What follows belongs to an exercise in optimizing a design on an open flow for small area; a production flow would make more cautious choices.
Function was checked by simulation only, so behaviour that the tests miss may differ from the original.
Power is estimated from default activity; no workload was simulated. The clock port is modelled as an ideal driver; clocking choices that lean on that would not hold on a real chip.

Setup of build 78:
Design euc_ctrl_monitor, start of the top module:
module euc_ctrl_monitor #(
    parameter int NUM_CH  = 6,
    parameter int CNT_W   = 16,
    parameter int TIMEOUT = 1024,
    localparam int SEL_W  = (NUM_CH > 1) ? $clog2(NUM_CH) : 1
) (
    input  logic              clock,
    input  logic              reset,
    input  logic [NUM_CH-1:0] ap_start,
    input  logic [NUM_CH-1:0] ap_ready,
    input  logic [NUM_CH-1:0] ap_done,
    input  logic [NUM_CH-1:0] ap_continue,
    input  logic              finish,
    input  logic              rd_req,
    input  logic [SEL_W-1:0]  rd_sel,
    output logic              rd_valid,
    output logic [CNT_W-1:0]  rd_start_cnt,
    output logic [CNT_W-1:0]  rd_done_cnt,
    output logic [CNT_W-1:0]  rd_last_lat,
    output logic [CNT_W-1:0]  rd_max_lat,
    output logic [CNT_W-1:0]  rd_stall_cnt,
    output logic [5:0]        rd_status,
    output logic              all_idle
);
Size in the first run: ~120 I/O pins, about 26,000 um^2 of cells after synthesis.
==> flow/config.mk <==
export PLATFORM = sky130hd
export DESIGN_NAME = euc_ctrl_monitor
export DESIGN_NICKNAME = euc_ctrl_monitor
export VERILOG_FILES = /design/flow/design.v
export SDC_FILE = /design/flow/constraint.sdc
export NUM_CORES = 4
export LEC_CHECK = 0
export CAP_MARGIN = 0
export CORE_MARGIN = 2
export CORE_UTILIZATION = 60
export SLEW_MARGIN = 0
==> flow/constraint.sdc <==
create_clock -name core_clock -period 5.0 [get_ports {clock}]
set_input_delay 1.0000 -clock core_clock [delete_from_list [all_inputs] [get_ports {clock}]]
set_output_delay 1.0000 -clock core_clock [all_outputs]
set_load 0.01 [all_outputs]
standard.sh (not shown) runs the stock make flow with config.mk's settings and CLKGATE_MAP_FILE= SYNTH_SCRIPT=/design/flow/synth_recipe.tcl, a recipe that flattens the netlist after the stock synthesis.
==> flow/flow/run.sh <==
#!/bin/bash
# Layout flow: the standard ORFS flow (standard.sh), built with three
# changes to how the layout is made:
#  1. Synthesis is the standard synthesis script with ABC's mapping script
#     replaced by the area-oriented flow/area.abc (flow/synth_area.tcl). The
#     registers are those of the standard synthesis; the standard synthesis is
#     also run on its own (into std/) so that flow/regnames.py can give every
#     register the instance name the standard synthesis gave it. If that
#     pairing fails, the flow falls back to the standard synthesis.
#  2. Port buffers use the smallest buffer cell (buf_1).
#  3. The clock tree uses larger sink clusters, one buffer type and no dummy
#     loads.
# Logs: std_synth.log, area_synth.log, regnames.log and flow.log here, and
# each ORFS step's own log under orfs/logs and std/logs.
set -euo pipefail
here=$(pwd)
res="$here/orfs/results/sky130hd/euc_ctrl_monitor/base"
export BUFFER_PORTS_ARGS="-buffer_cell sky130_fd_sc_hd__buf_1"
export CTS_ARGS="-sink_clustering_enable -repair_clock_nets -sink_clustering_size 30 -sink_clustering_max_diameter 200 -buf_list sky130_fd_sc_hd__clkbuf_16 -dont_use_dummy_load"
export AREA_ABC_SCRIPT="$here/flow/area.abc"

bash standard.sh WORK_HOME="$here/std" synth > std_synth.log 2>&1
synth=(SYNTH_SCRIPT="$here/flow/synth_area.tcl")
if bash standard.sh "${synth[@]}" "$res/1_2_yosys.v" > area_synth.log 2>&1 &&
   python3 flow/regnames.py "$here/std/results/sky130hd/euc_ctrl_monitor/base/1_2_yosys.v" "$res/1_2_yosys.v" > regnames.log 2>&1; then
  echo "area synthesis used" >> regnames.log
else
  echo "falling back to the standard synthesis" >> regnames.log
  rm -rf "$here/orfs"
  synth=()
fi
bash standard.sh "${synth[@]}" finish > flow.log 2>&1
==> flow/flow/area.abc <==
&get -n
&st
&dch
&nf -R 1000 -p -F 8 -A 4 -a
&put
Other scripts of this flow, unchanged in this note and not shown: flow/flow/regnames.py, flow/flow/synth_area.tcl
Build 78 finished every stage and its layout cleared the timing, DRC and antenna checks.
Modified inputs, build 70 compared to build 78
- SLEW_MARGIN changed from 0 to 10
- CAP_MARGIN changed from 0 to 10
[summary]
Diff build 78..build 70 | async set-or-reset flop fraction in the synthesized netlist | unchanged
Comparing build 70 against build 78, there is no change at all in cell area after layout.
Reported for build 70 and build 78, critical-path maximum fanout turned out identical to the last digit.
Relative to build 70, the following input files were edited for build 36:
- CORE_UTILIZATION: 60 -> 50
--- outcome ---
For build 70 and build 36, there was not a single run that failed to finish clean.
Build 36 vs. build 70: setup slack down 0.18 ns, tap cell count rose by 25%, utilization went down, clock power share barely changed.
Total met2 wirelength after detailed routing is higher on build 70
Taking build 70 as the reference, in build 36 period utilization picked up an extra 3.6 points, post-placement cell area picked up an extra 0.61%, total routed wirelength picked up an extra 0.49%.
Build 36 ends up with a post-detailed-route via-to-cell ratio that is about 6% lower than in build 70.
Relative to build 36, the following input files were edited for build 67:
- changing CORE_UTILIZATION from 50 to 60
==> flow/flow/area.abc <==
strash
dch
map -a -B 0
topo
&get -n
&st
&dch
&nf -R 1000 -p -F 8 -A 4 -a -C 32 -L 8
&put
Notes after the runs:
Per the comparison of build 67 with build 36, via count rose by 363, pin count of the biggest net entering global routing rose by 13, proportion of cell area occupied by registers rose by 0.44 points, first-pass iteration count of the detailed router rose by 2.
Peak supply drop for build 67: about 12% up relative to build 36
On average detailed-routed wire length per instance: between build 67 and build 36, it ends up higher for build 67.
The inputs of build 41 differ from those of build 67 as listed below.
-- flow/flow/run.sh --
<<< build 67, line 19
export CTS_ARGS="-sink_clustering_enable -repair_clock_nets -sink_clustering_size 30 -sink_clustering_max_diameter 200 -buf_list sky130_fd_sc_hd__clkbuf_16 -dont_use_dummy_load"
>>> build 41, line 19
export CTS_ARGS="-sink_clustering_enable -repair_clock_nets -sink_clustering_size 30 -sink_clustering_max_diameter 200 -buf_list sky130_fd_sc_hd__clkbuf_16 -root_buf sky130_fd_sc_hd__clkbuf_8 -tree_buf sky130_fd_sc_hd__clkbuf_8 -dont_use_dummy_load"
Results
Summary — first-pass iteration count of the detailed router, build 41 relative to build 67: higher, by 2. Build 67 -> build 41: final routed wirelength across all metal layers flat. Going from build 67 to build 41, worst path setup slack after routing shrank by 0.0034 ns, sequential share of layout area stayed essentially flat, number of filler cells placed in the layout neither gained nor lost much, post-route cell area saw little to no change. Summary of build 41 over build 67: synthesized area did not really move, global-route usage did not really move.
For build 60, these inputs were changed with respect to build 41:
-- flow/flow/run.sh --
<<< build 41, line 19
export CTS_ARGS="-sink_clustering_enable -repair_clock_nets -sink_clustering_size 30 -sink_clustering_max_diameter 200 -buf_list sky130_fd_sc_hd__clkbuf_16 -root_buf sky130_fd_sc_hd__clkbuf_8 -tree_buf sky130_fd_sc_hd__clkbuf_8 -dont_use_dummy_load"
>>> build 60, line 19
export CTS_ARGS="-sink_clustering_enable -repair_clock_nets -sink_clustering_size 24 -sink_clustering_max_diameter 200 -buf_list {sky130_fd_sc_hd__clkbuf_8 sky130_fd_sc_hd__clkbuf_16} -dont_use_dummy_load"
==> flow/flow/area.abc <==
&get -n
&st
&dch
&nf -R 1000 -p -F 8 -A 4 -a
&put
Findings:
As far as floorplan die width is concerned, build 60 and build 41 perform about the same. On number of iterations in the first detailed-routing pass: between build 41 and build 60, it ends up lower for build 60. The cell area reported after detailed placement of build 41 and that of build 60 are within noise of each other. Build 60 ends up with higher clock network power share than build 41 does. Compared with build 41, build 60 shows clock-buffer cell count that has gone up by more than 10%. dfrtp_1 as the cell type of the slowest stage on the worst timing path was reported by build 60, and nor4_1 by build 41. Diff build 41 -> build 60 | fraction of area in multi-input gates | increase of 0.28 points. Sequential share of layout area on build 60 is down relative to build 41.

## what the ideal ports hide
How much do the figures lean on ideal ports? The routed layouts below were timed once more, with nothing changed but the port constraints.
Step 1 sets driving cells, clkbuf_16 on the clock port and buf_2 on the other inputs (assumed; they add their load-dependent delay and slew).
Step 2 times the ports against the registers' clock, not the clock port: input delays grow and output delays shrink by t, the midpoint of the rising clock arrivals with the driver on.
a / b / c = ideal ports / drivers / drivers and shift; a / b = the first two.
| run | shift t [ns] | slack for setup (ns) | worst register clock-pin slew, ns |
|---|---|---|---|
| build 78 | 0.631 | 0.648 / 0.648 / 0.226 | 0.12 / 0.12 |
| build 70 | 0.631 | 0.648 / 0.648 / 0.226 | 0.12 / 0.12 |
| build 36 | 0.641 | 0.468 / 0.468 / 0.187 | 0.12 / 0.12 |
| build 67 | 0.627 | 0.539 / 0.539 / 0.343 | 0.12 / 0.12 |
| build 41 | 0.743 | 0.536 / 0.536 / 0.334 | 0.12 / 0.12 |
| build 60 | 0.645 | 0.641 / 0.641 / 0.236 | 0.10 / 0.10 |
After both steps setup and hold are still met in every run listed.
